What follows belongs to an exercise in optimizing a design on an open flow for small area, a short achievable clock period and few clock cycles per item; a production flow would make more cautious choices.
At most, simulation tests tie the RTL to the original design; equivalence was not proved.
Function not checked in run 1: the RTL went through the layout flow alone.

## flow/design.v (module list and top-level ports; edited modules follow where they fit)
// module two_point_weight_conversion: 1673 lines
module two_point_weight_conversion #(
    parameter int SAMPLE_BITS = 16
) (
    input  logic                   clk,
    input  logic                   rst_n,
    input  logic                   cfg_we,
    input  logic [1:0]             cfg_index,
    input  logic [15:0]            cfg_data,
    input  logic                   in_valid,
    output logic                   in_stall,
    input  logic [SAMPLE_BITS-1:0] adc_sample,
    output logic                   out_valid,
    input  logic                   out_stall,
    output logic [31:0]            weight_value,
    output logic                   below_zero,
    output logic                   span_error
);
  // ...
==> flow/flow/run.sh <==
#!/bin/bash
# Standard layout, with timing repair aimed at a setup slack of 6.4 ns.
set -euo pipefail
bash standard.sh SETUP_SLACK_MARGIN=6.4 finish > standard_flow.log 2>&1
test -f out/final.def
==> flow/standard.sh <==
#!/bin/bash
# synth_recipe.tcl (not shown) runs the flow's synth.tcl, then flattens the netlist and writes it again
# the make line also repeats each setting of config.mk as NAME=value (left out here)
make -C /OpenROAD-flow-scripts/flow DESIGN_CONFIG=/design/flow/config.mk WORK_HOME=/design/flow/orfs CLKGATE_MAP_FILE= SYNTH_SCRIPT=/design/flow/synth_recipe.tcl "${@:-finish}"
==> flow/config.mk <==
export PLATFORM = sky130hd
export DESIGN_NAME = two_point_weight_conversion
export DESIGN_NICKNAME = two_point_weight_conversion
export VERILOG_FILES = /design/flow/design.v
export SDC_FILE = /design/flow/constraint.sdc
export NUM_CORES = 4
export LEC_CHECK = 0
export CAP_MARGIN = 20
export CORE_MARGIN = 2
export CORE_UTILIZATION = 40
export SLEW_MARGIN = 20
==> flow/constraint.sdc <==
create_clock -name core_clock -period 10.0 [get_ports {clk}]
set_input_delay 2.0000 -clock core_clock [delete_from_list [all_inputs] [get_ports {clk}]]
set_output_delay 2.0000 -clock core_clock [all_outputs]
set_load 0.01 [all_outputs]
==> key figures, run 1 <==
Logic synthesis
  – Most used flip-flop cell after synthesis: edfxtp_1
  – Simple-gate share of the synthesized area: 10.7%
  – Post-synth top cells: 876 x edfxtp_1, 798 x inv_1, 689 x nand2_1
  – Post-synthesis sequential area ratio: 42.4%
  – Asr flop ratio synth: roughly 8.0%
  – Synth Area in XOR/XNOR: 4.50%

Clock tree
  – CTS root buf: clkbuf_16
  – Hold Buf Count CTS: 0
  – CTS Buffer Depth: 3

Placement
  – DP Area: 70,700 um^2
  – Placed Cells: a little over 8,000
  – Routability cong.: ~0.91

Finish
  – Multi-input combinational area share: around 47%
  – Area occupied by registers: 28,600 um^2
  – Non-clk bufs: 252
  – Syn-to-layout area delta: 13.3%
  – Multi-In Gates: 4,039
  – Fin cells: 8,472
  – Fill cells: 15,423

Floorplanning
  – Tap Cells: 2,204
  – Core Box Area: between 150,000 and 200,000 um^2

Worst hold path
  – Cells on Worst Hold Path: 0

GRT
  – Largest net degree at the start of global routing: 212

Outcome
  – Status: timing/DRC/antenna clean

Critical path
  – Slowest CP cell: o41a_1
  – CP Class: flip-flop to flip-flop

STA
  – Max Clock Skew: slightly above 0.06 ns
==> run 2: changes to the inputs <==
--- a/flow/design.v
+++ b/flow/design.v
@@ -101,17 +101,17 @@
     begin
         st_next = st;
         case (st)
             S_LOAD: st_next = S_M0;
             S_M0:   st_next = S_M1;
             S_M1:   st_next = S_M2;
             S_M2:   st_next = S_M3;
             S_M3:   st_next = S_AB;
-            S_AB:   st_next = (cnt == 5'd25) ? S_P : S_AB;
+            S_AB:   st_next = (cnt == 5'd23) ? S_W : S_AB;
             S_P:    st_next = S_W;
             S_W:    st_next = (cnt == 5'd9) ? S_IDLE : S_W;
             default: st_next = S_IDLE;
         endcase
         if (we_q)
             st_next = S_LOAD;
     end
     logic [15:0] ua_trial;
@@ -165,27 +165,37 @@
                 dw_r  <= {2'b00, diff_c[13:0]};
                 m_r   <= am1_c;
                 err_r <= err_c;
                 dq_r  <= {w1_r, 12'd0};
                 kc_r  <= {18'd0, w1_r};
             end
             S_M0:
                 t3_r <= {2'b00, dw_r} + {1'b0, dw_r, 1'b0};
+            S_M1:
+            begin
+                dq_r <= {dw_r[13:0], 12'd0};
+                rb_r <= '0;
+            end
+            S_M2:
+            begin
+                rb_r <= ub_rem;
+                dq_r <= {dq_r[24:0], ~ub_diff[17]};
+            end
             S_M3:
             begin
                 ma_r <= kx1[29:0];
                 ra_r <= '0;
-                dq_r <= {dw_r[13:0], 12'd0};
-                rb_r <= '0;
+                rb_r <= ub_rem;
+                dq_r <= {dq_r[24:0], ~ub_diff[17]};
                 cnt  <= 5'd0;
             end
             S_AB:
             begin
-                cnt <= (cnt == 5'd25) ? 5'd0 : cnt + 5'd1;
+                cnt <= (cnt == 5'd23) ? 5'd0 : cnt + 5'd1;
                 if (cnt == 5'd14)
                 begin
                     ma_r <= {ua_rem, 16'd0};
                     ra_r <= '0;
                     dw_r <= m_r + 16'd1;
                     t3_r <= {2'b00, m_r} + {1'b0, m_r, 1'b0} + 18'd3;
                 end
                 else if (cnt < 5'd14)
@@ -193,34 +203,31 @@
                     ma_r <= {ma_r[27:0], 2'b00};
                     ra_r <= ua_rem;
                 end
                 else if (cnt < 5'd22)
                 begin
                     ma_r <= {ma_r[27:0], ua_q};
                     ra_r <= ua_rem;
                 end
-                if (cnt < 5'd26)
-                begin
-                    rb_r <= ub_rem;
-                    dq_r <= {dq_r[24:0], ~ub_diff[17]};
-                end
-                if (cnt == 5'd13)
+                rb_r <= ub_rem;
+                dq_r <= {dq_r[24:0], ~ub_diff[17]};
+                if (cnt == 5'd11)
                     e0_r <= ub_rem;
-                if (cnt == 5'd17)
+                if (cnt == 5'd15)
                     e1_r <= ub_rem;
-                if (cnt == 5'd21)
+                if (cnt == 5'd19)
                     e2_r <= ub_rem;
-            end
-            S_P:
-            begin
-                hc_r  <= {2'b00, ra_r};
-                one_r <= 1'b0;
-                kc_r <= {{17{kc_p[14]}}, kc_p};
-                x_r  <= c1_r;
+                if (cnt == 5'd23)
+                begin
+                    hc_r  <= {2'b00, ra_r};
+                    one_r <= 1'b0;
+                    kc_r  <= {{17{kc_p[14]}}, kc_p};
+                    x_r   <= c1_r;
+                end
             end
             S_W:
             begin
                 cnt <= cnt + 5'd1;
                 if (cnt == 5'd8)
                 begin
                     hc_r  <= hc_new;
                     one_r <= 1'b1;
==> key figures, run 2 <==
Worst hold path
  – Worst Hold Path EP: ds_0[15] (was ds_0[4])
  – Min-Delay Path Class: flip-flop to flip-flop (unchanged)
  – Hold Startpoint: sc_r[15] (was sc_r[4])
  – Cells on Worst Hold Path: 0 (unchanged)

Logic synthesis
  – Post-Syn Nets: 7,040 (was 7,044)
  – Post-synth cell types: 96 (was 101)
  – YS warnings: 2 (unchanged)
  – Post-synth top cells: 860 x edfxtp_1, 789 x inv_1, 668 x nand2_1 (was 876 x edfxtp_1, 798 x inv_1, 689 x nand2_1)
  – Synth area leaders: edfxtp_1 38%, fa_1 17%, ha_1 8.3% (was edfxtp_1 39%, fa_1 17%, ha_1 8.2%)
  – Most used flip-flop cell after synthesis: edfxtp_1 (unchanged)
  – FF+latch count, synth: 972 (unchanged)
  – Syn Area/Cell: 11.2 um^2 (about the same)
  – Yosys top cell area share: 38.3% (was 39.0%)
  – Cell taking the most area after synthesis: edfxtp_1 (unchanged)
  – Asr flop ratio synth: 8.02% (unchanged)
  – Post-synthesis sequential area ratio: 42.2% (was 42.4%)
  – Post-Syn Area: 67,400 um^2 (was 67,500 um^2)
  – Top-count cell post-synth: edfxtp_1 (unchanged)
  – Number of synthesized flops with an enable pin: 860 (was 876)
  – Gate Count Post-Synth: 5,999 (was 6,004)

Finish
  – N_diodes: 0 (was 1)
  – Largest regs: kc_r: 32 flops, kcs_s: 32 flops, kp_0: 32 flops (unchanged)
  – Most common cell after layout, fill and taps aside: edfxtp_1 (unchanged)
  – Final design utilization: 45.4% (was 45.7%)
  – Commonest non-fill, non-tap cells in the layout: 860 x edfxtp_1, 783 x inv_1, 665 x nand2_1 (was 876 x edfxtp_1, 786 x inv_1, 685 x nand2_1)
  – Syn-to-layout area delta: 12.7% (was 13.3%)
  – Share of cells above drive strength 1: 9.70% (was 10.8%)
  – Final #Nets: 7,175 (was 7,214)

STA
  – Period utilisation layout: 35.6% (was 36.1%)
  – # setup viols final: 0 (unchanged)
  – Worst rel slew slack: 18.5% (was 26.1%)
  – Tmin final: 3.56 ns (was 3.61 ns)
  – Max Clock Skew: 0.0477 ns (was 0.0621 ns)
  – Final slew viol count: 0 (unchanged)
  – Total negative setup slack: 0 ns (unchanged)
  – Max Freq: 281 MHz (was 277 MHz)
  – Worst-Margin Slew: 1.22 ns (was 1.11 ns)
  – Min Hold Slack: 0.409 ns (was 0.408 ns)
  – Fin. Hold Viols: 0 (unchanged)
  – RSZ-0062 raised after global routing: true (unchanged)

Clock tree
  – CTS tree: done (unchanged)
  – CTS Buffer Depth: 3 (unchanged)
  – Clk sinks: 972 (unchanged)
  – H-tree Lvls: 3 (unchanged)
  – Register clock-pin slew on the reported worst setup and hold paths: 0.06 ns (about the same)
  – Cts bufs inserted: 110 (was 109)
  – Hold Buf Count CTS: 0 (unchanged)
  – CTS root buf: clkbuf_16 (unchanged)
  – Latest clock arrival within the worst-skew pair: 0.77 ns (was 0.78 ns)

Drt
  – Post-route DRC: 0 (unchanged)
  – Routed via count: 44,922 (was 45,570)
  – DRT Pass-1 Iters: 12 (was 6)
  – DR iter-0 viols: 4,131 (was 3,913)
  – Routed wire per std cell: 21.5 um (was 21.7 um)
  – Post-DRT Antenna Nets: 0 (unchanged)
  – Vias per std cell: 5.33 (was 5.38)
  – Routed WL: 182,000 um (was 184,000 um)

Job
  – Max-cap violations: 0 (unchanged)

Critical path
  – WP data arrival: 1.56 ns (was 4.10 ns)
  – Delay-heaviest family, CP: flip-flops (was compound AO/OA/AOI/OAI gates)
  – Crit path buffers/inverters: 2 (was 3)
  – Reg2Reg Depth: 14 (was 16)
  – CP Class: flip-flop to primary output (was flip-flop to flip-flop)
  – Reg2Reg Launch Point: m_r[0] (was kcs_c[0])
  – CP Cell Sequence: buf_12, buf_6 (was ha_1, inv_2, ha_4, inv_2, fa_2, nor2b_2, o31a_1, o41a_1, o21ai_4, o21ai_4, buf_6, a31o_4, a311oi_2, xor2_1, mux2i_1, mux2_2)
  – Reg-to-reg slack, setup: 6.45 ns (was 6.39 ns)
  – Slowest CP cell: edfxtp_1 (was o41a_1)
  – CP max FO: 2 (was 4)
  – Reg-to-reg endpoint: dn_0[0] (was q_r[20])
  – Worst Path Required: 8.00 ns (was 10.49 ns)
  – Crit path largest cell delay: 0.50 ns (was 0.40 ns)
  – CP Capture Type: primary output (was flip-flop)
  – CP startpoint kind: flip-flop (unchanged)

Floorplanning
  – # rows: 150 (unchanged)
  – Die Area: 172,000 um^2 (about the same)
  – Starting Density: 40.3% (about the same)
  – Die Span X: 414 um (was 415 um)
  – Height of the die: 414 um (was 415 um)
  – Core Box Area: 167,000 um^2 (about the same)
  – Ports: 75 (unchanged)

Outcome
  – Status: timing/DRC/antenna clean (unchanged)

GRT
  – Vias in the first global route: 45,714 (was 46,492)
  – Global route overflow: 0 (unchanged)
  – Largest net degree at the start of global routing: 191 (was 212)
  – Initial antenna violation count: 4 (was 7)
  – Gr usage total: 20.9% (was 21.1%)
  – First-pass GRT wire length: 276,000 um (was 279,000 um)

Placement
  – Routability cong.: 0.907 (was 0.915)
  – Post-DP HPWL: 134,000 um (was 135,000 um)
  – I/O Buffers: 73 (unchanged)
-- run 2: changes by cell type after synthesis, moves of 20 or more --
cell     delta
nand2_1    -21
a21o_1     +22
mux2i_1    +31
nand3_1    -20
-- run 2: how the worst max path moves through the flow --
| stage | cells after the start | slack [ns] | from | endpoint |
|---|---|---|---|---|
| floorplan | 17 | 6.41 | m_r[0] | hc_r[14] |
| global placement | 10 | 5.77 | m_r[5] | e0_r[1] |
| detailed placement | 10 | 5.56 | m_r[5] | e0_r[1] |
| CTS | 15 | 6.39 | m_r[0] | e2_r[14] |
| global route | 14 | 6.30 | ma_r[28] | ma_r[27] |
| finish | 2 | 6.44 | err_r | span_error |
-- run 2: cells by family after synthesis --
kind of cell    after synthesis  synth area share, %
compound gates              993                 9.41
fa+ha+maj                  1002                 24.8
buf+inv                     998                 5.66
mux                         190                 3.10
xor+xnor                    343                 4.49
flops                       972                 42.2
simple gates               1500                 10.3
other cells                   1              0.00557
-- run 2: through the flow --
step	instances	instance area, um^2	worst slack (ns)
floorplan	5999	67400	6.41
global placement	8126	70600	5.77
detailed placement	8126	70600	5.56
CTS	8373	74900	6.39
global route	8434	76000	6.30
finish	8434	76000	6.44
-- run 2: final cells by class --
class,instances,area [um^2]
Clock buffer,141,2940
Tap cell,2204,2760
Fill cell,15317,91300
Clock inverter,67,781
Inverter,791,2990
Timing Repair Buffer,228,2190
Sequential cell,972,28500
Multi-Input combinational cell,4031,35800
-- run 2: metal layers --
metal	up-vias	share of wire (%)	global-route usage, %
met1	22505	44	29.4
met5	-	0.0050	0
li1	20652	-	-
met2	1489	46	33.4
met4	2	2.9	5.88
met3	274	7.0	3.29
-- run 2: what timing repair did --
| item | in CTS | in global routing |
|---|---|---|
| pin swaps | 17 | 42 |
| gates cloned | 3 | 4 |
| hold endpoints to repair | 0 | 0 |
| setup endpoints to repair | 203 | 201 |
| setup buffers | 36 | 56 |
| resized for setup | 109 | 99 |
Testbench counts of run 2, summed over its fixed seeds: cycles 10,920, items 9,600.
==> run 3: changes to the inputs <==
--- a/flow/config.mk
+++ b/flow/config.mk
@@ -8,4 +8,6 @@
 export CAP_MARGIN = 20
 export CORE_MARGIN = 2
 export CORE_UTILIZATION = 40
+export CTS_CLUSTER_DIAMETER = 100
+export CTS_CLUSTER_SIZE = 25
 export SLEW_MARGIN = 20
==> key figures, run 3 <==
Floorplanning
  – Ports: 75 (unchanged)
  – Die Span X: 414 um (unchanged)
  – # rows: 150 (unchanged)
  – Starting Density: 40.3% (unchanged)
  – Height of the die: 414 um (unchanged)
  – Die Area: 172,000 um^2 (unchanged)
  – Core Box Area: 167,000 um^2 (unchanged)

Logic synthesis
  – Asr flop ratio synth: 8.02% (unchanged)
  – Yosys top cell area share: 38.3% (unchanged)
  – Cell taking the most area after synthesis: edfxtp_1 (unchanged)
  – Top-count cell post-synth: edfxtp_1 (unchanged)
  – Post-synth cell types: 96 (unchanged)
  – Post-synthesis sequential area ratio: 42.2% (unchanged)
  – Post-Syn Area: 67,400 um^2 (unchanged)
  – Most used flip-flop cell after synthesis: edfxtp_1 (unchanged)
  – Post-synth top cells: 860 x edfxtp_1, 789 x inv_1, 668 x nand2_1 (unchanged)
  – Gate Count Post-Synth: 5,999 (unchanged)
  – Number of synthesized flops with an enable pin: 860 (unchanged)
  – FF+latch count, synth: 972 (unchanged)
  – Post-Syn Nets: 7,040 (unchanged)
  – YS warnings: 2 (unchanged)
  – Syn Area/Cell: 11.2 um^2 (unchanged)
  – Synth area leaders: edfxtp_1 38%, fa_1 17%, ha_1 8.3% (unchanged)

Drt
  – Routed WL: 179,000 um (was 182,000 um)
  – Top routing layer used: met5 (unchanged)
  – Post-DRT Antenna Nets: 0 (unchanged)
  – Routed via count: 44,401 (was 44,922)
  – Met3 WL post-DR: 11,900 um (was 12,700 um)
  – DR iter-0 viols: 4,153 (was 4,131)
  – DRT Pass-1 Iters: 8 (was 12)
  – Routed wire per std cell: 21.6 um (was 21.5 um)
  – Met2 Wirelength: 81,700 um (was 83,200 um)
  – Met1 Wirelength: 80,100 um (was 80,400 um)
  – Vias per std cell: 5.35 (was 5.33)
  – Post-route DRC: 0 (unchanged)

Clock tree
  – Hold Buf Count CTS: 0 (unchanged)
  – CTS Buffer Depth: 3 (unchanged)
  – Cts bufs inserted: 50 (was 110)
  – H-tree Lvls: 2 (was 3)
  – Latest clock arrival within the worst-skew pair: 0.72 ns (was 0.77 ns)
  – Clk sinks: 972 (unchanged)
  – CTS root buf: clkbuf_16 (unchanged)
  – CTS tree: done (unchanged)
  – Register clock-pin slew on the reported worst setup and hold paths: 0.10 ns (was 0.06 ns)

Critical path
  – CP max FO: 23 (was 2)
  – CP Class: flip-flop to primary output (unchanged)
  – CP Capture Type: primary output (unchanged)
  – Crit path largest cell delay: 0.48 ns (was 0.50 ns)
  – Worst Path Required: 8.00 ns (about the same)
  – CP Cell Sequence: buf_12, buf_4 (was buf_12, buf_6)
  – CP startpoint kind: flip-flop (unchanged)
  – Slowest CP cell: edfxtp_1 (unchanged)
  – WP data arrival: 1.57 ns (was 1.56 ns)

Finish
  – Syn-to-layout area delta: 9.27% (was 12.7%)
  – Most common cell after layout, fill and taps aside: edfxtp_1 (unchanged)
  – Share of cells above drive strength 1: 7.86% (was 9.70%)
  – Commonest non-fill, non-tap cells in the layout: 860 x edfxtp_1, 783 x inv_1, 665 x nand2_1 (unchanged)
  – Final #Nets: 7,096 (was 7,175)
  – Final design utilization: 44.0% (was 45.4%)
  – Post-route cell area: 73,600 um^2 (was 76,000 um^2)
  – Largest regs: kc_r: 32 flops, kcs_s: 32 flops, kp_0: 32 flops (unchanged)
  – Fin cells: 8,299 (was 8,434)

Placement
  – Placed Cells: 8,126 (unchanged)
  – Routability cong.: 0.907 (unchanged)
  – DP Area: 70,600 um^2 (unchanged)
  – Post-DP HPWL: 134,000 um (unchanged)
  – I/O Buffers: 73 (unchanged)

STA
  – Total negative setup slack: 0 ns (unchanged)
  – RSZ-0062 raised after global routing: true (unchanged)
  – Max Freq: 280 MHz (was 281 MHz)
  – Fin. Hold Viols: 0 (unchanged)
  – Worst-Margin Slew: 1.33 ns (was 1.22 ns)
  – Final slew viol count: 0 (unchanged)
  – Tmin final: 3.57 ns (was 3.56 ns)
  – Worst rel slew slack: 11.3% (was 18.5%)
  – Max Clock Skew: 0.0582 ns (was 0.0477 ns)
  – Period utilisation layout: 35.7% (was 35.6%)
  – # setup viols final: 0 (unchanged)

Outcome
  – Status: timing/DRC/antenna clean (unchanged)

GRT
  – Largest net degree at the start of global routing: 191 (unchanged)
  – Global route overflow: 0 (unchanged)
  – Vias in the first global route: 45,002 (was 45,714)
  – Initial antenna violation count: 5 (was 4)
  – First-pass GRT wire length: 272,000 um (was 276,000 um)
  – Gr usage total: 20.5% (was 20.9%)

Job
  – Max-cap violations: 0 (unchanged)

Worst hold path
  – Min-Delay Path Class: flip-flop to flip-flop (unchanged)
-- run 3: changes by cell type in the layout (fill, tap and decap cells not counted), moves of 5 or more --
cell,previous run,this run
clkinvlp_4,8,2
clkinv_1,20,3
clkdlybuf4s50_1,37,45
clkbuf_8,6,0
clkinv_16,5,0
buf_4,128,114
clkbuf_16,113,55
bufinv_16,12,0
clkinv_2,19,2
clkbuf_1,23,18
-- run 3: logic make-up after synthesis --
logic type | synth area share, %
simple gates | 10.3
fa+ha+maj | 24.8
buf+inv | 5.66
compound gates | 9.41
flops | 42.2
xor+xnor | 4.49
mux | 3.10
other cells | 0.00557
-- run 3: worst paths after layout --
| check | from | endpoint | slack (ns) | cells past startpoint |
|---|---|---|---|---|
| max | err_r | span_error | 6.43 | 2 |
| max in group asynchronous | rst_n | out_v | 7.57 | 2 |
| max reg2reg | ra_r[13] | ma_r[29] | 6.45 | 7 |
| min in group asynchronous | rst_n | c1_r[11] | 1.25 | 1 |
| min | ds_2[1] | ds_3[1] | 0.40 | 0 |
| min reg2reg | ds_2[1] | ds_3[1] | 0.40 | 0 |
-- run 3: cell type report --
cell class                 count  area (um^2)
fill                       15495        93600
multi-input combinational   4031        35800
sequential                   972        28500
inverter                     791         2980
tap                         2204         2760
timing repair buffer         209         2020
clock buffer                  71         1390
clock inverter                19          204
antenna                        2         5.00
-- run 3: per-layer routing --
| layer | up-vias | GRT usage (%) |
|---|---|---|
| li1 | 20438 | - |
| met1 | 22297 | 29.1 |
| met2 | 1429 | 32.9 |
| met3 | 233 | 2.73 |
| met4 | 4 | 5.70 |
| met5 | - | 0 |
-- run 3: critical path: cells and delay by family (launching register included) --
| family | cells | cell delay [ns] |
|---|---|---|
| buf+inv | 2 | 0.39 |
| flops | 1 | 0.48 |
-- run 3: metrics by stage --
stage	setup slack, ns	hold WS, ns
final	6.43	0.403
after global placement	5.77	0.400
after CTS	6.40	0.389
after floorplan	6.41	0.400
after detailed placement	5.56	0.405
after global routing	6.35	0.414
-- run 3: timing repair --
item                                    CTS  global route
pin swaps                                14            50
endpoints found under the setup margin  179           206
gates resized for setup                  79            98
gates cloned                              3             3
setup buffers                            34            40
==> run 4: changes to the inputs <==
--- a/flow/config.mk
+++ b/flow/config.mk
@@ -9,5 +9,6 @@
 export CORE_MARGIN = 2
 export CORE_UTILIZATION = 40
 export CTS_CLUSTER_DIAMETER = 100
-export CTS_CLUSTER_SIZE = 25
+export CTS_CLUSTER_SIZE = 22
 export SLEW_MARGIN = 20
+export TNS_END_PERCENT = 30
==> key figures, run 4 <==
Outcome
  – Status: timing/DRC/antenna clean (unchanged)

STA
  – # setup viols final: 0 (unchanged)
  – Max Freq: 272 MHz (was 280 MHz)
  – Worst rel slew slack: 21.5% (was 11.3%)
  – Period utilisation layout: 36.8% (was 35.7%)
  – RSZ-0062 raised after global routing: true (unchanged)
  – Fin. Hold Viols: 0 (unchanged)
  – Final slew viol count: 0 (unchanged)
  – Max Clock Skew: 0.0548 ns (was 0.0582 ns)
  – Final worst slack: 6.32 ns (was 6.43 ns)
  – Total negative setup slack: 0 ns (unchanged)
  – Worst-Margin Slew: 1.18 ns (was 1.33 ns)
  – Tmin final: 3.68 ns (was 3.57 ns)

Placement
  – Dpl ws: 5.89 ns (was 5.56 ns)
  – I/O Buffers: 73 (unchanged)
  – Routability cong.: 0.905 (was 0.907)
  – Post-DP HPWL: 130,000 um (was 134,000 um)

Critical path
  – Reg2Reg Launch Point: kcs_s[8] (was ra_r[13])
  – CP endpoint: q_r[21] (was span_error)
  – CP Capture Type: flip-flop (was primary output)
  – Reg2Reg Depth: 9 (was 7)
  – CP Class: flip-flop to flip-flop (was flip-flop to primary output)
  – Reg-to-reg slack, setup: 6.32 ns (was 6.45 ns)
  – CP max FO: 3 (was 23)
  – CP startpoint kind: flip-flop (unchanged)
  – Worst Path Required: 10.48 ns (was 8.00 ns)
  – Reg-to-reg endpoint: q_r[21] (was ma_r[29])
  – WP data arrival: 4.16 ns (was 1.57 ns)
  – Worst setup path start: kcs_s[8] (was err_r)

Finish
  – Most common cell after layout, fill and taps aside: edfxtp_1 (unchanged)
  – Final #Nets: 7,091 (was 7,096)
  – Share of cells above drive strength 1: 7.19% (was 7.86%)
  – Commonest non-fill, non-tap cells in the layout: 860 x edfxtp_1, 786 x inv_1, 666 x nand2_1 (was 860 x edfxtp_1, 783 x inv_1, 665 x nand2_1)
  – Syn-to-layout area delta: 9.13% (was 9.27%)
  – Largest regs: kc_r: 32 flops, kcs_s: 32 flops, kp_0: 32 flops (unchanged)

Logic synthesis
  – Yosys top cell area share: 38.3% (unchanged)
  – Number of synthesized flops with an enable pin: 860 (unchanged)
  – Asr flop ratio synth: 8.02% (unchanged)
  – Most used flip-flop cell after synthesis: edfxtp_1 (unchanged)
  – Post-synth top cells: 860 x edfxtp_1, 789 x inv_1, 668 x nand2_1 (unchanged)
  – Syn Area/Cell: 11.2 um^2 (unchanged)
  – Post-Syn Area: 67,400 um^2 (unchanged)
  – Post-synth cell types: 96 (unchanged)
  – Top-count cell post-synth: edfxtp_1 (unchanged)
  – Synth area leaders: edfxtp_1 38%, fa_1 17%, ha_1 8.3% (unchanged)
  – FF+latch count, synth: 972 (unchanged)
  – Gate Count Post-Synth: 5,999 (unchanged)
  – YS warnings: 2 (unchanged)
  – Post-synthesis sequential area ratio: 42.2% (unchanged)
  – Post-Syn Nets: 7,040 (unchanged)
  – Cell taking the most area after synthesis: edfxtp_1 (unchanged)

Clock tree
  – Cts bufs inserted: 56 (was 50)
  – Clk sinks: 972 (unchanged)
  – Hold Buf Count CTS: 0 (unchanged)
  – CTS Buffer Depth: 3 (unchanged)
  – Latest clock arrival within the worst-skew pair: 0.72 ns (about the same)
  – CTS tree: done (unchanged)
  – CTS root buf: clkbuf_16 (unchanged)
  – H-tree Lvls: 2 (unchanged)
  – Register clock-pin slew on the reported worst setup and hold paths: 0.09 ns (was 0.10 ns)

Drt
  – Routed WL: 175,000 um (was 179,000 um)
  – Post-route DRC: 0 (unchanged)
  – Post-DRT Antenna Nets: 0 (unchanged)
  – Vias per std cell: 5.30 (was 5.35)
  – Routed wire per std cell: 21.1 um (was 21.6 um)
  – Routed via count: 43,933 (was 44,401)
  – DRT Pass-1 Iters: 8 (unchanged)
  – DR iter-0 viols: 3,605 (was 4,153)

GRT
  – Gr usage total: 20.0% (was 20.5%)
  – Vias in the first global route: 44,075 (was 45,002)
  – Global route overflow: 0 (unchanged)
  – Largest net degree at the start of global routing: 164 (was 191)
  – First-pass GRT wire length: 265,000 um (was 272,000 um)
  – Initial antenna violation count: 9 (was 5)

Floorplanning
  – Starting Density: 40.3% (unchanged)
  – Ports: 75 (unchanged)
  – Die Span X: 414 um (unchanged)
  – Core Box Area: 167,000 um^2 (unchanged)
  – Die Area: 172,000 um^2 (unchanged)
  – Height of the die: 414 um (unchanged)
  – # rows: 150 (unchanged)

Job
  – Max-cap violations: 0 (unchanged)

Worst hold path
  – Min-Delay Path Class: flip-flop to flip-flop (unchanged)
## run 4: cell count changes in the layout (fill, tap and decap cells not counted), sizes merged, moves of 3 or more
cell	before	now
clkbuf	73	84
buf	134	120
clkdlybuf4s15	2	5
dlygate4sd2	23	5
clkinv	9	5
clkdlybuf4s50	45	61
## run 4: how the worst min path moves through the flow
| stage | startpoint | to | slack (ns) | cells after the start |
|---|---|---|---|---|
| finish | kp_0[30] | kcs_c[30] | 0.41 | 0 |
| global route | ds_2[5] | ds_3[5] | 0.42 | 0 |
| CTS | tl_r[0] | dn_0[1] | 0.40 | 0 |
| detailed placement | sc_r[0] | ds_0[0] | 0.40 | 0 |
| global placement | ds_1[4] | ds_2[4] | 0.40 | 0 |
| floorplan | tl_r[0] | dn_0[1] | 0.40 | 0 |
## run 4: layout make-up
class	instances	area, um^2
diodes	1	2.50
clock buffers	82	1570
clock inverters	16	208
fillers	15517	93700
inverters	791	2980
multi-input cells	4033	35600
flip-flops and latches	972	28500
well taps	2204	2760
repair buffers	196	1950
## run 4: cell families after synthesis
kind of cell / count (synthesis) / share of synthesized area, %
AO/OA/AOI/OAI: 993 / 9.41
multiplexers: 190 / 3.10
adder cells (fa/ha/maj): 1002 / 24.8
buffers and inverters: 998 / 5.66
XOR/XNOR: 343 / 4.49
other: 1 / 0.00557
AND/OR/NAND/NOR: 1500 / 10.3
flip-flops: 972 / 42.2
## run 4: stage by stage
stage               utilization (%)  instance area (um^2)  cells  hold WS, ns
global placement               42.2                 70600   8126        0.401
CTS                            43.5                 72700   8240        0.399
global route                   44.0                 73500   8294        0.419
detailed placement             42.2                 70600   8127        0.405
floorplan                         -                 67400   5999        0.400
finish                         44.0                 73500   8295        0.415
## run 4: critical path, cell delays in order, from the launching register on
cell and delay, ns:
edfxtp_1 0.44, fa_1 0.50, a211oi_2 0.27, o21a_1 0.21, o21ai_0 0.15, a211o_1 0.38
a21oi_1 0.19, xor2_1 0.68, o21ai_1 0.28, mux2_2 0.33
## run 4: metal layers
metal / wire length (um) / GRT usage, % / share of wire, %
met5: 64 / 0 / 0.037
met4: 4730 / 5.08 / 2.7
met2: 81100 / 32.5 / 46
met3: 11900 / 2.98 / 6.8
met1: 77200 / 27.9 / 44
## run 4: timing repair
| action | 4_1_cts | 5_1_grt |
|---|---|---|
| pin swaps | 8 | 18 |
| endpoints found under the setup margin | 172 | 193 |
| resized for setup | 60 | 63 |
| setup buffers | 11 | 49 |
| cloned | 4 | 5 |
==> run 5: changes to the inputs <==
--- a/flow/config.mk
+++ b/flow/config.mk
@@ -11,4 +11,3 @@
 export CTS_CLUSTER_DIAMETER = 100
 export CTS_CLUSTER_SIZE = 22
 export SLEW_MARGIN = 20
-export TNS_END_PERCENT = 30
==> key figures, run 5 <==
Outcome
  – Status: timing/DRC/antenna clean (unchanged)

Drt
  – Post-route DRC: 0 (unchanged)
  – Routed WL: 180,000 um (was 175,000 um)
  – DRT Pass-1 Iters: 12 (was 8)
  – Post-DRT Antenna Nets: 0 (unchanged)
  – DR iter-0 viols: 4,158 (was 3,605)
  – Vias per std cell: 5.36 (was 5.30)
  – Routed wire per std cell: 21.7 um (was 21.1 um)
  – Routed via count: 44,559 (was 43,933)

Logic synthesis
  – Yosys top cell area share: 38.3% (unchanged)
  – Synth area leaders: edfxtp_1 38%, fa_1 17%, ha_1 8.3% (unchanged)
  – Post-Syn Nets: 7,040 (unchanged)
  – Number of synthesized flops with an enable pin: 860 (unchanged)
  – Post-Syn Area: 67,400 um^2 (unchanged)
  – Most used flip-flop cell after synthesis: edfxtp_1 (unchanged)
  – Syn Area/Cell: 11.2 um^2 (unchanged)
  – Post-synthesis sequential area ratio: 42.2% (unchanged)
  – Post-synth cell types: 96 (unchanged)
  – YS warnings: 2 (unchanged)
  – Top-count cell post-synth: edfxtp_1 (unchanged)
  – Post-synth top cells: 860 x edfxtp_1, 789 x inv_1, 668 x nand2_1 (unchanged)
  – FF+latch count, synth: 972 (unchanged)
  – Cell taking the most area after synthesis: edfxtp_1 (unchanged)
  – Asr flop ratio synth: 8.02% (unchanged)
  – Gate Count Post-Synth: 5,999 (unchanged)

Clock tree
  – H-tree Lvls: 2 (unchanged)
  – Cts bufs inserted: 53 (was 56)
  – Register clock-pin slew on the reported worst setup and hold paths: 0.11 ns (was 0.09 ns)
  – Clk sinks: 972 (unchanged)
  – CTS tree: done (unchanged)
  – Latest clock arrival within the worst-skew pair: 0.71 ns (was 0.72 ns)
  – CTS Buffer Depth: 3 (unchanged)
  – CTS root buf: clkbuf_16 (unchanged)
  – Hold Buf Count CTS: 0 (unchanged)

STA
  – Final slew viol count: 0 (unchanged)
  – RSZ-0062 raised after global routing: true (unchanged)
  – Final worst slack: 6.45 ns (was 6.32 ns)
  – Period utilisation layout: 35.5% (was 36.8%)
  – Max Clock Skew: 0.0534 ns (was 0.0548 ns)
  – Worst rel slew slack: 20.9% (was 21.5%)
  – Tmin final: 3.55 ns (was 3.68 ns)
  – Max Freq: 282 MHz (was 272 MHz)
  – Worst-Margin Slew: 1.18 ns (about the same)
  – Fin. Hold Viols: 0 (unchanged)
  – Total negative setup slack: 0 ns (unchanged)
  – # setup viols final: 0 (unchanged)

Floorplanning
  – # rows: 150 (unchanged)
  – Die Span X: 414 um (unchanged)
  – Core Box Area: 167,000 um^2 (unchanged)
  – Starting Density: 40.3% (unchanged)
  – Height of the die: 414 um (unchanged)
  – Die Area: 172,000 um^2 (unchanged)
  – Ports: 75 (unchanged)

Placement
  – Post-DP HPWL: 134,000 um (was 130,000 um)
  – Routability cong.: 0.907 (was 0.905)
  – I/O Buffers: 73 (unchanged)
  – Dpl ws: 5.56 ns (was 5.89 ns)

Finish
  – Share of cells above drive strength 1: 8.35% (was 7.19%)
  – Final design utilization: 44.2% (was 44.0%)
  – Largest regs: kc_r: 32 flops, kcs_s: 32 flops, kp_0: 32 flops (unchanged)
  – Final #Nets: 7,114 (was 7,091)
  – Commonest non-fill, non-tap cells in the layout: 860 x edfxtp_1, 783 x inv_1, 665 x nand2_1 (was 860 x edfxtp_1, 786 x inv_1, 666 x nand2_1)
  – Most common cell after layout, fill and taps aside: edfxtp_1 (unchanged)
  – Syn-to-layout area delta: 9.70% (was 9.13%)

GRT
  – Vias in the first global route: 45,151 (was 44,075)
  – Largest net degree at the start of global routing: 191 (was 164)
  – Gr usage total: 20.6% (was 20.0%)
  – First-pass GRT wire length: 273,000 um (was 265,000 um)
  – Initial antenna violation count: 2 (was 9)
  – Global route overflow: 0 (unchanged)

Critical path
  – CP Class: flip-flop to flip-flop (unchanged)
  – Reg-to-reg slack, setup: 6.45 ns (was 6.32 ns)
  – WP data arrival: 3.99 ns (was 4.16 ns)
  – Worst Path Required: 10.45 ns (was 10.48 ns)
  – CP Capture Type: flip-flop (unchanged)
  – CP startpoint kind: flip-flop (unchanged)
  – CP max FO: 7 (was 3)

Worst hold path
  – Min-Delay Path Class: flip-flop to flip-flop (unchanged)

Job
  – Max-cap violations: 0 (unchanged)
## run 5: path summary, 6_finish.rpt
path                         start       end  depth (start not counted)
max                        w1_r[4]     err_r                         12
min                        ds_2[1]   ds_3[1]                          0
max reg2reg                w1_r[4]     err_r                         12
min reg2reg                ds_2[1]   ds_3[1]                          0
max in group asynchronous    rst_n     out_v                          2
min in group asynchronous    rst_n  c1_r[13]                          1
## run 5: layer usage
layer  GRT usage [%]  vias up  part of all wire (%)
li1                -    20459                     -
met1            29.1    22405                    45
met2            33.2     1429                    46
met3            2.62      266                   6.5
met4            5.83        0                   3.2
met5               0        -                     0
## run 5: cell type report
type                    count  area (um^2)
well taps                2204         2760
repair buffers            224         2210
clock inverters            11          109
fillers                 15508        93300
inverters                 791         2980
flip-flops and latches    972        28500
clock buffers              79         1480
diodes                      3         7.51
multi-input cells        4031        35900
## run 5: metrics by stage
step / std cells / instance area, um^2 / hold slack [ns]
after floorplan: 5999 / 67400 / 0.400
after global placement: 8126 / 70600 / 0.400
after detailed placement: 8126 / 70600 / 0.405
after CTS: 8257 / 72900 / 0.403
after global routing: 8312 / 73900 / 0.414
final: 8315 / 73900 / 0.399
## run 5: logic make-up after synthesis
kind of cell,synth area share (%)
AO/OA/AOI/OAI,9.41
adder cells (fa/ha/maj),24.8
flip-flops,42.2
other,0.00557
multiplexers,3.10
XOR/XNOR,4.49
AND/OR/NAND/NOR,10.3
buffers and inverters,5.66
## run 5: critical path: stages, from the launching register on
cell and delay (ns):
dfrtp_2 0.50, inv_1 0.31, ha_1 0.37, and2_1 0.21, a22oi_1 0.22, a31oi_1 0.18, a221oi_1 0.36, o21ai_0 0.19
a21o_1 0.21, a211oi_1 0.24, a21oi_1 0.11, xnor2_2 0.21, a41o_1 0.19
## run 5: timing repair
action,CTS,global route
pin swaps,18,58
gates resized for setup,85,122
gates cloned,5,2
setup buffers,36,52
endpoints found under the setup margin,187,205
==> run 6: changes to the inputs <==
==> flow/flow/run.sh (replaced) <==
#!/bin/bash
# Standard layout, with timing repair aimed at a setup slack of 6.3 ns.
set -euo pipefail
bash standard.sh SETUP_SLACK_MARGIN=6.3 finish > standard_flow.log 2>&1
test -f out/final.def
==> key figures, run 6 <==
Finish
  – N_diodes: 0 (was 3)
  – Final design utilization: 43.8% (was 44.2%)
  – Syn-to-layout area delta: 8.67% (was 9.70%)
  – Largest regs: kc_r: 32 flops, kcs_s: 32 flops, kp_0: 32 flops (unchanged)
  – Most common cell after layout, fill and taps aside: edfxtp_1 (unchanged)
  – Share of cells above drive strength 1: 6.89% (was 8.35%)
  – Final #Nets: 7,073 (was 7,114)
  – Commonest non-fill, non-tap cells in the layout: 860 x edfxtp_1, 786 x inv_1, 666 x nand2_1 (was 860 x edfxtp_1, 783 x inv_1, 665 x nand2_1)
  – Post-route cell area: 73,200 um^2 (was 73,900 um^2)

Clock tree
  – Register clock-pin slew on the reported worst setup and hold paths: 0.09 ns (was 0.11 ns)
  – Hold Buf Count CTS: 0 (unchanged)
  – Latest clock arrival within the worst-skew pair: 0.71 ns (about the same)
  – H-tree Lvls: 2 (unchanged)
  – CTS root buf: clkbuf_16 (unchanged)
  – CTS tree: done (unchanged)
  – Clk sinks: 972 (unchanged)
  – CTS Buffer Depth: 3 (unchanged)
  – Cts bufs inserted: 55 (was 53)

GRT
  – Vias in the first global route: 44,418 (was 45,151)
  – First-pass GRT wire length: 268,000 um (was 273,000 um)
  – Initial antenna violation count: 2 (unchanged)
  – Largest net degree at the start of global routing: 161 (was 191)
  – Gr usage total: 20.2% (was 20.6%)
  – Global route overflow: 0 (unchanged)

STA
  – Period utilisation layout: 36.4% (was 35.5%)
  – Worst rel slew slack: 21.3% (was 20.9%)
  – Tmin final: 3.64 ns (was 3.55 ns)
  – Fin. Hold Viols: 0 (unchanged)
  – Max Clock Skew: 0.0464 ns (was 0.0534 ns)
  – Final slew viol count: 0 (unchanged)
  – Min Hold Slack: 0.417 ns (was 0.399 ns)
  – Max Freq: 275 MHz (was 282 MHz)
  – Total negative setup slack: 0 ns (unchanged)
  – # setup viols final: 0 (unchanged)
  – Worst-Margin Slew: 1.18 ns (about the same)
  – RSZ-0062 raised after global routing: true (unchanged)

Floorplanning
  – Die Span X: 414 um (unchanged)
  – Starting Density: 40.3% (unchanged)
  – # rows: 150 (unchanged)
  – Height of the die: 414 um (unchanged)
  – Die Area: 172,000 um^2 (unchanged)
  – Core Box Area: 167,000 um^2 (unchanged)
  – Ports: 75 (unchanged)

Placement
  – Post-DP HPWL: 133,000 um (was 134,000 um)
  – I/O Buffers: 73 (unchanged)
  – Routability cong.: 0.905 (was 0.907)
  – DP Area: 70,600 um^2 (about the same)

Critical path
  – Worst Path Required: 8.00 ns (was 10.45 ns)
  – Reg-to-reg slack, setup: 6.36 ns (was 6.45 ns)
  – CP Class: flip-flop to primary output (was flip-flop to flip-flop)
  – CP max FO: 23 (was 7)
  – WP data arrival: 1.64 ns (was 3.99 ns)
  – CP startpoint kind: flip-flop (unchanged)
  – CP Capture Type: primary output (was flip-flop)

Logic synthesis
  – Post-Syn Nets: 7,040 (unchanged)
  – YS warnings: 2 (unchanged)
  – Top-count cell post-synth: edfxtp_1 (unchanged)
  – Post-synth top cells: 860 x edfxtp_1, 789 x inv_1, 668 x nand2_1 (unchanged)
  – Post-synthesis sequential area ratio: 42.2% (unchanged)
  – FF+latch count, synth: 972 (unchanged)
  – Syn Area/Cell: 11.2 um^2 (unchanged)
  – Cell taking the most area after synthesis: edfxtp_1 (unchanged)
  – Gate Count Post-Synth: 5,999 (unchanged)
  – Post-synth cell types: 96 (unchanged)
  – Synth area leaders: edfxtp_1 38%, fa_1 17%, ha_1 8.3% (unchanged)
  – Post-Syn Area: 67,400 um^2 (unchanged)
  – Number of synthesized flops with an enable pin: 860 (unchanged)
  – Asr flop ratio synth: 8.02% (unchanged)
  – Most used flip-flop cell after synthesis: edfxtp_1 (unchanged)
  – Yosys top cell area share: 38.3% (unchanged)

Worst hold path
  – Min-Delay Path Class: flip-flop to flip-flop (unchanged)

Drt
  – DR iter-0 viols: 3,552 (was 4,158)
  – Post-route DRC: 0 (unchanged)
  – Post-DRT Antenna Nets: 0 (unchanged)
  – Vias per std cell: 5.35 (was 5.36)
  – Routed wire per std cell: 21.3 um (was 21.7 um)
  – Routed WL: 177,000 um (was 180,000 um)
  – Routed via count: 44,244 (was 44,559)
  – DRT Pass-1 Iters: 9 (was 12)

Outcome
  – Status: timing/DRC/antenna clean (unchanged)

Job
  – Max-cap violations: 0 (unchanged)
-- run 6: cell counts after synthesis --
No cell type changed its count.
-- run 6: worst paths after layout --
path | startpoint | to | cells after the start
worst max-delay path | err_r | span_error | 2
worst min-delay path | ds_1[12] | ds_2[12] | 0
worst max register to register | ds_4[11] | kp_3[8] | 6
worst min register to register | ds_1[12] | ds_2[12] | 0
max in group asynchronous | rst_n | out_v | 2
min in group asynchronous | rst_n | c2_r[4] | 1
-- run 6: layer usage --
layer	part of all wire, %	track usage (%)
met1	45	28.9
met2	45	32.0
met3	6.8	2.73
met4	2.9	5.71
met5	0.0062	0
-- run 6: logic make-up after synthesis --
logic type | Yosys count | share of synthesized area, %
mux | 190 | 3.10
xor+xnor | 343 | 4.49
flops | 972 | 42.2
simple gates | 1500 | 10.3
fa+ha+maj | 1002 | 24.8
buf+inv | 998 | 5.66
other cells | 1 | 0.00557
compound gates | 993 | 9.41
-- run 6: final cells by class --
| type | instances | area [um^2] |
|---|---|---|
| Clock buffer | 81 | 1540 |
| Clock inverter | 14 | 191 |
| Fill cell | 15499 | 94000 |
| Inverter | 791 | 2980 |
| Multi-Input combinational cell | 4032 | 35600 |
| Sequential cell | 972 | 28500 |
| Tap cell | 2204 | 2760 |
| Timing Repair Buffer | 180 | 1720 |
-- run 6: what timing repair did --
item / CTS / global route
hold endpoints to repair: 0 / 0
pin swaps: 3 / 27
buffers inserted: 10 / 35
setup endpoints to repair: 98 / 146
cloned: 1 / 4
resized for setup: 31 / 73
-- run 6: metrics by stage --
step	instances	worst slack [ns]
floorplan	5999	6.31
global placement	8127	5.91
detailed placement	8129	6.06
CTS	8235	6.05
global route	8274	6.25
finish	8274	6.36
-- run 6: critical path, stage by stage (launching register included) --
cell,delay [ns]
edfxtp_1,0.36
buf_6,0.27
clkbuf_2,0.29
==> run 7: changes to the inputs <==
==> flow/flow/run.sh (replaced) <==
#!/bin/bash
# Standard layout, with timing repair aimed at a setup slack of 6.5 ns.
set -euo pipefail
bash standard.sh SETUP_SLACK_MARGIN=6.5 finish > standard_flow.log 2>&1
test -f out/final.def
==> key figures, run 7 <==
Logic synthesis
  – YS warnings: 2 (unchanged)
  – Gate Count Post-Synth: 5,999 (unchanged)
  – Asr flop ratio synth: 8.02% (unchanged)
  – Post-synth cell types: 96 (unchanged)
  – Top-count cell post-synth: edfxtp_1 (unchanged)
  – FF+latch count, synth: 972 (unchanged)
  – Yosys top cell area share: 38.3% (unchanged)
  – Synth Area in XOR/XNOR: 4.49% (unchanged)
  – Cell taking the most area after synthesis: edfxtp_1 (unchanged)
  – Adder-Cell Fraction of Synth Area: 24.8% (unchanged)
  – Most used flip-flop cell after synthesis: edfxtp_1 (unchanged)
  – Synth Area in Compound Gates: 9.41% (unchanged)
  – Mux cell area share after synthesis: 3.10% (unchanged)
  – Post-synthesis sequential area ratio: 42.2% (unchanged)
  – Synth area leaders: edfxtp_1 38%, fa_1 17%, ha_1 8.3% (unchanged)
  – Post-Syn Nets: 7,040 (unchanged)
  – Largest family of logic cells by synthesized area: adder cells (unchanged)
  – Syn Area/Cell: 11.2 um^2 (unchanged)
  – Number of synthesized flops with an enable pin: 860 (unchanged)
  – Post-Syn Area: 67,400 um^2 (unchanged)
  – Post-synth top cells: 860 x edfxtp_1, 789 x inv_1, 668 x nand2_1 (unchanged)
  – Simple-gate share of the synthesized area: 10.3% (unchanged)

Drt
  – Routed WL: 179,000 um (was 177,000 um)
  – DRT Pass-1 Iters: 6 (was 9)
  – Post-DRT Antenna Nets: 0 (unchanged)
  – Routed via count: 44,566 (was 44,244)
  – Vias per std cell: 5.33 (was 5.35)
  – Routed wire per std cell: 21.4 um (was 21.3 um)
  – Post-route DRC: 0 (unchanged)
  – DR iter-0 viols: 3,523 (was 3,552)

Finish
  – Syn-to-layout area delta: 10.8% (was 8.67%)
  – Fill cells: 15,450 (was 15,499)
  – Most common cell after layout, fill and taps aside: edfxtp_1 (unchanged)
  – Largest regs: kc_r: 32 flops, kcs_s: 32 flops, kp_0: 32 flops (unchanged)
  – Share of cells above drive strength 1: 10.1% (was 6.89%)
  – Final #Nets: 7,177 (was 7,073)
  – N_diodes: 0 (unchanged)
  – Commonest non-fill, non-tap cells in the layout: 860 x edfxtp_1, 778 x inv_1, 666 x nand2_1 (was 860 x edfxtp_1, 786 x inv_1, 666 x nand2_1)

Critical path
  – Worst Path Required: 10.45 ns (was 8.00 ns)
  – CP max FO: 6 (was 23)
  – CP startpoint kind: flip-flop (unchanged)
  – Reg2Reg Launch Point: rt0_r (was ds_4[11])
  – CP Class: flip-flop to flip-flop (was flip-flop to primary output)
  – CP Capture Type: flip-flop (was primary output)
  – WP data arrival: 3.98 ns (was 1.64 ns)
  – Worst setup path start: rt0_r (was err_r)

Placement
  – Dpl ws: 5.96 ns (was 6.06 ns)
  – Post-DP HPWL: 132,000 um (was 133,000 um)
  – I/O Buffers: 73 (unchanged)
  – Routability cong.: 0.903 (was 0.905)

STA
  – Final worst slack: 6.48 ns (was 6.36 ns)
  – Fin. Hold Viols: 0 (unchanged)
  – Period utilisation layout: 35.2% (was 36.4%)
  – RSZ-0062 raised after global routing: true (unchanged)
  – # setup viols final: 0 (unchanged)
  – Tmin final: 3.52 ns (was 3.64 ns)
  – Worst rel slew slack: 20.5% (was 21.3%)
  – Total negative setup slack: 0 ns (unchanged)
  – Worst-Margin Slew: 1.19 ns (was 1.18 ns)
  – Max Clock Skew: 0.0380 ns (was 0.0464 ns)
  – Final slew viol count: 0 (unchanged)
  – Max Freq: 284 MHz (was 275 MHz)

GRT
  – First-pass GRT wire length: 270,000 um (was 268,000 um)
  – Largest net degree at the start of global routing: 192 (was 161)
  – Initial antenna violation count: 4 (was 2)
  – Global route overflow: 0 (unchanged)
  – Vias in the first global route: 44,331 (was 44,418)
  – Gr usage total: 20.4% (was 20.2%)

Clock tree
  – CTS tree: done (unchanged)
  – CTS Buffer Depth: 3 (unchanged)
  – Cts bufs inserted: 52 (was 55)
  – Clk sinks: 972 (unchanged)
  – CTS root buf: clkbuf_16 (unchanged)
  – Hold Buf Count CTS: 0 (unchanged)
  – Register clock-pin slew on the reported worst setup and hold paths: 0.09 ns (about the same)
  – Latest clock arrival within the worst-skew pair: 0.70 ns (was 0.71 ns)
  – H-tree Lvls: 2 (unchanged)

Outcome
  – Status: timing/DRC/antenna clean (unchanged)

Floorplanning
  – Starting Density: 40.3% (unchanged)
  – Ports: 75 (unchanged)
  – Height of the die: 414 um (unchanged)
  – Die Area: 172,000 um^2 (unchanged)
  – Die Span X: 414 um (unchanged)
  – Core Box Area: 167,000 um^2 (unchanged)
  – # rows: 150 (unchanged)

Worst hold path
  – Hold Startpoint: ds_1[10] (was ds_1[12])
  – Min-Delay Path Class: flip-flop to flip-flop (unchanged)

Job
  – Max-cap violations: 0 (unchanged)
-- run 7: metrics by stage --
stage	cell area, um^2	util [%]	hold WS (ns)	instances
floorplan	67400	-	0.400	5999
finish	74700	44.6	0.422	8368
CTS	73100	43.7	0.417	8273
global route	74700	44.6	0.422	8368
detailed placement	70600	42.2	0.405	8123
global placement	70500	42.2	0.401	8121
-- run 7: cell type report --
| class | instances | area (um^2) | area share [%] |
|---|---|---|---|
| Clock buffer | 72 | 1440 | 1.93 |
| Clock inverter | 10 | 85.1 | 0.114 |
| Inverter | 791 | 2990 | 4.01 |
| Multi-Input combinational cell | 4031 | 36100 | 48.4 |
| Sequential cell | 972 | 28500 | 38.2 |
| Tap cell | 2204 | 2760 | 3.69 |
| Timing Repair Buffer | 288 | 2760 | 3.69 |
-- run 7: what timing repair did --
item                                    4_1_cts  5_1_grt
pin swaps                                    32       95
endpoints found under the setup margin      457      406
gates cloned                                  6        5
resized for setup                           155      159
endpoints found under the hold margin         0        0
buffers inserted                             62       90
-- run 7: final timing paths --
check	end	slack, ns	cells past startpoint
min in group asynchronous	c1_r[1]	1.17	1
worst max-delay path	q_r[29]	6.48	14
worst max register to register	q_r[29]	6.48	14
worst min-delay path	ds_2[10]	0.42	0
max in group asynchronous	out_v	7.54	2
worst min register to register	ds_2[10]	0.42	0
-- run 7: cells by family after synthesis --
family,count (synthesis)
and+or+nand+nor,1500
buffers and inverters,998
xor gates and xnor gates,343
other,1
muxes,190
AOI/OAI and AO/OA,993
adders and majority gates,1002
DFF,972
-- run 7: critical path: stages (launching register included) --
cell	delay [ns]
edfxtp_1	0.36
inv_1	0.07
ha_1	0.20
inv_1	0.09
ha_4	0.25
a211oi_2	0.28
o211ai_1	0.20
a41oi_2	0.31
o22ai_2	0.15
a41o_1	0.30
a31oi_4	0.30
o211a_1	0.20
nor3_1	0.05
mux2_4	0.26
mux2_2	0.26
-- run 7: metal layers --
layer	global-route usage, %	part of all wire, %
met1	29.2	45
met3	2.47	6.7
met5	0	0.0039
met2	32.4	45
met4	6.36	3.4
==> run 8: changes to the inputs <==
--- a/flow/config.mk
+++ b/flow/config.mk
@@ -9,5 +9,5 @@
 export CORE_MARGIN = 2
 export CORE_UTILIZATION = 40
 export CTS_CLUSTER_DIAMETER = 100
-export CTS_CLUSTER_SIZE = 22
+export CTS_CLUSTER_SIZE = 25
 export SLEW_MARGIN = 20
==> key figures, run 8 <==
Finish
  – N_diodes: 0 (unchanged)
  – Commonest non-fill, non-tap cells in the layout: 860 x edfxtp_1, 779 x inv_1, 666 x nand2_1 (was 860 x edfxtp_1, 778 x inv_1, 666 x nand2_1)
  – Syn-to-layout area delta: 10.9% (was 10.8%)
  – Final #Nets: 7,172 (was 7,177)
  – Largest regs: kc_r: 32 flops, kcs_s: 32 flops, kp_0: 32 flops (unchanged)
  – Share of cells above drive strength 1: 10.2% (was 10.1%)
  – Most common cell after layout, fill and taps aside: edfxtp_1 (unchanged)

Logic synthesis
  – Yosys top cell area share: 38.3% (unchanged)
  – Asr flop ratio synth: 8.02% (unchanged)
  – Post-synthesis sequential area ratio: 42.2% (unchanged)
  – Syn Area/Cell: 11.2 um^2 (unchanged)
  – Gate Count Post-Synth: 5,999 (unchanged)
  – FF+latch count, synth: 972 (unchanged)
  – Number of synthesized flops with an enable pin: 860 (unchanged)
  – Synth area leaders: edfxtp_1 38%, fa_1 17%, ha_1 8.3% (unchanged)
  – Post-Syn Nets: 7,040 (unchanged)
  – Most used flip-flop cell after synthesis: edfxtp_1 (unchanged)
  – Post-Syn Area: 67,400 um^2 (unchanged)
  – Post-synth top cells: 860 x edfxtp_1, 789 x inv_1, 668 x nand2_1 (unchanged)
  – YS warnings: 2 (unchanged)
  – Cell taking the most area after synthesis: edfxtp_1 (unchanged)
  – Post-synth cell types: 96 (unchanged)
  – Top-count cell post-synth: edfxtp_1 (unchanged)

GRT
  – Initial antenna violation count: 3 (was 4)
  – Largest net degree at the start of global routing: 192 (unchanged)
  – Gr usage total: 20.4% (about the same)
  – First-pass GRT wire length: 270,000 um (about the same)
  – Vias in the first global route: 44,296 (was 44,331)
  – Global route overflow: 0 (unchanged)

Critical path
  – CP startpoint kind: flip-flop (unchanged)
  – CP max FO: 6 (unchanged)
  – CP Capture Type: flip-flop (unchanged)
  – Crit path largest cell delay: 0.37 ns (was 0.36 ns)
  – Reg2Reg Depth: 14 (unchanged)
  – Reg2Reg Launch Point: rt0_r (unchanged)
  – CP Cell Sequence: inv_1, ha_1, inv_1, ha_4, a211oi_4, o211ai_1, a41oi_2, o22ai_2, a41o_1, a31oi_4, or4b_1, nand4_1, mux2_4, mux2_4 (was inv_1, ha_1, inv_1, ha_4, a211oi_2, o211ai_1, a41oi_2, o22ai_2, a41o_1, a31oi_4, o211a_1, nor3_1, mux2_4, mux2_2)
  – Worst Path Required: 10.47 ns (was 10.45 ns)
  – Slowest CP cell: edfxtp_1 (unchanged)
  – WP data arrival: 3.95 ns (was 3.98 ns)
  – CP Class: flip-flop to flip-flop (unchanged)
  – Worst setup path start: rt0_r (unchanged)

Job
  – Max-cap violations: 0 (unchanged)

Placement
  – Post-DP HPWL: 132,000 um (unchanged)
  – I/O Buffers: 73 (unchanged)
  – Dpl ws: 5.96 ns (unchanged)
  – Routability cong.: 0.903 (unchanged)

Drt
  – Post-route DRC: 0 (unchanged)
  – DR iter-0 viols: 3,648 (was 3,523)
  – Routed wire per std cell: 21.4 um (about the same)
  – DRT Pass-1 Iters: 9 (was 6)
  – Vias per std cell: 5.32 (was 5.33)
  – Post-DRT Antenna Nets: 0 (unchanged)
  – Routed via count: 44,546 (was 44,566)
  – Routed WL: 179,000 um (about the same)

STA
  – Max Freq: 287 MHz (was 284 MHz)
  – # setup viols final: 0 (unchanged)
  – Worst rel slew slack: 18.5% (was 20.5%)
  – RSZ-0062 raised after global routing: true (unchanged)
  – Total negative setup slack: 0 ns (unchanged)
  – Max Clock Skew: 0.0838 ns (was 0.0380 ns)
  – Fin. Hold Viols: 0 (unchanged)
  – Final slew viol count: 0 (unchanged)
  – Final worst slack: 6.52 ns (was 6.48 ns)
  – Period utilisation layout: 34.8% (was 35.2%)
  – Tmin final: 3.48 ns (was 3.52 ns)
  – Worst-Margin Slew: 1.22 ns (was 1.19 ns)

Floorplanning
  – Core Box Area: 167,000 um^2 (unchanged)
  – # rows: 150 (unchanged)
  – Height of the die: 414 um (unchanged)
  – Starting Density: 40.3% (unchanged)
  – Die Span X: 414 um (unchanged)
  – Die Area: 172,000 um^2 (unchanged)
  – Ports: 75 (unchanged)

Clock tree
  – Latest clock arrival within the worst-skew pair: 0.72 ns (was 0.70 ns)
  – H-tree Lvls: 2 (unchanged)
  – CTS Buffer Depth: 3 (unchanged)
  – CTS tree: done (unchanged)
  – CTS root buf: clkbuf_16 (unchanged)
  – Clk sinks: 972 (unchanged)
  – Hold Buf Count CTS: 0 (unchanged)
  – Register clock-pin slew on the reported worst setup and hold paths: 0.10 ns (was 0.09 ns)
  – Cts bufs inserted: 50 (was 52)

Worst hold path
  – Min-Delay Path Class: flip-flop to flip-flop (unchanged)
  – Cells on Worst Hold Path: 0 (unchanged)
  – Hold Startpoint: ds_0[6] (was ds_1[10])

Outcome
  – Status: timing/DRC/antenna clean (unchanged)
-- run 8: cell counts after synthesis --
No cell type changed its count.
-- run 8: path summary, 6_finish.rpt --
path	to	slack [ns]
setup reg to reg	q_r[23]	6.52
setup / recovery	q_r[23]	6.52
max in group asynchronous	out_v	7.52
min in group asynchronous	c1_r[14]	1.16
hold reg to reg	ds_1[6]	0.42
hold / removal	ds_1[6]	0.42
-- run 8: logic make-up after synthesis --
family                   Yosys count  synth area share [%]
AND/OR/NAND/NOR                 1500                  10.3
adder cells (fa/ha/maj)         1002                  24.8
buffers and inverters            998                  5.66
AO/OA/AOI/OAI                    993                  9.41
flip-flops                       972                  42.2
XOR/XNOR                         343                  4.49
multiplexers                     190                  3.10
other                              1               0.00557
-- run 8: critical path, delay by kind of cell (launching register included) --
family	cells	cell delay (ns)
flops	1	0.37
mux	2	0.53
compound gates	6	1.50
buf+inv	2	0.18
fa+ha+maj	2	0.46
simple gates	2	0.26
-- run 8: timing repair --
item,4_1_cts,5_1_grt
pin swaps,30,87
endpoints found under the setup margin,443,431
cloned,6,2
gates resized for setup,155,160
setup buffers,57,95
-- run 8: layer usage --
layer / GRT usage (%) / vias up / wire (um)
li1: - / 20575 / -
met1: 29.1 / 22308 / 80300
met2: 32.4 / 1414 / 81400
met3: 2.55 / 247 / 11300
met4: 6.05 / 2 / 5720
met5: 0 / - / 7
-- run 8: area by class of cell --
type | instances | area [um^2]
Clock buffer | 69 | 1390
Clock inverter | 19 | 259
Fill cell | 15455 | 92500
Inverter | 791 | 2990
Multi-Input combinational cell | 4031 | 36100
Sequential cell | 972 | 28500
Tap cell | 2204 | 2760
Timing Repair Buffer | 285 | 2720
-- run 8: per-stage QoR --
step / instance area, um^2 / std cells / hold slack, ns / util [%]
after floorplan: 67400 / 5999 / 0.400 / -
after global placement: 70500 / 8121 / 0.401 / 42.2
after detailed placement: 70600 / 8123 / 0.405 / 42.2
after CTS: 73200 / 8274 / 0.396 / 43.8
after global routing: 74700 / 8371 / 0.413 / 44.7
final: 74700 / 8371 / 0.422 / 44.7

==> re-timing with driven ports <==
How much do the figures lean on ideal ports? The routed layouts below were timed once more, with nothing changed but the port constraints.
Step 1: set_driving_cell puts a clkbuf_16 on clk and a buf_2 on each other input, an assumption about the parent block.
Step 2, shift: input delay + t, output delay - t, t = (earliest + latest rising clock arrival at the registers) / 2. This alone moves slack from input paths to output paths.
Slacks: ideal / step 1 / step 2; pairs: ideal / step 1.
run | shift t [ns] | setup slack, ns | clock arrival spread, ns | pins driven straight from the clock port
run 1 | 0.837 | 6.394 / 6.387 / 6.133 | 0.065 / 0.066 | 1
run 2 | 0.823 | 6.442 / 6.362 / 5.868 | 0.054 / 0.054 | 1
run 3 | 0.773 | 6.430 / 6.346 / 5.867 | 0.062 / 0.062 | 1
run 4 | 0.782 | 6.320 / 6.278 / 5.907 | 0.055 / 0.055 | 1
run 5 | 0.766 | 6.451 / 6.381 / 5.949 | 0.063 / 0.063 | 1
run 6 | 0.782 | 6.363 / 6.276 / 6.089 | 0.056 / 0.056 | 1
run 7 | 0.766 | 6.477 / 6.466 / 6.054 | 0.042 / 0.043 | 1
run 8 | 0.764 | 6.522 / 6.453 / 6.035 | 0.088 / 0.087 | 1
After both steps setup and hold are still met in every run listed. The setup slack of run 2, which loses most, moves by -0.080 ns with the drivers and by -0.574 ns with both steps.
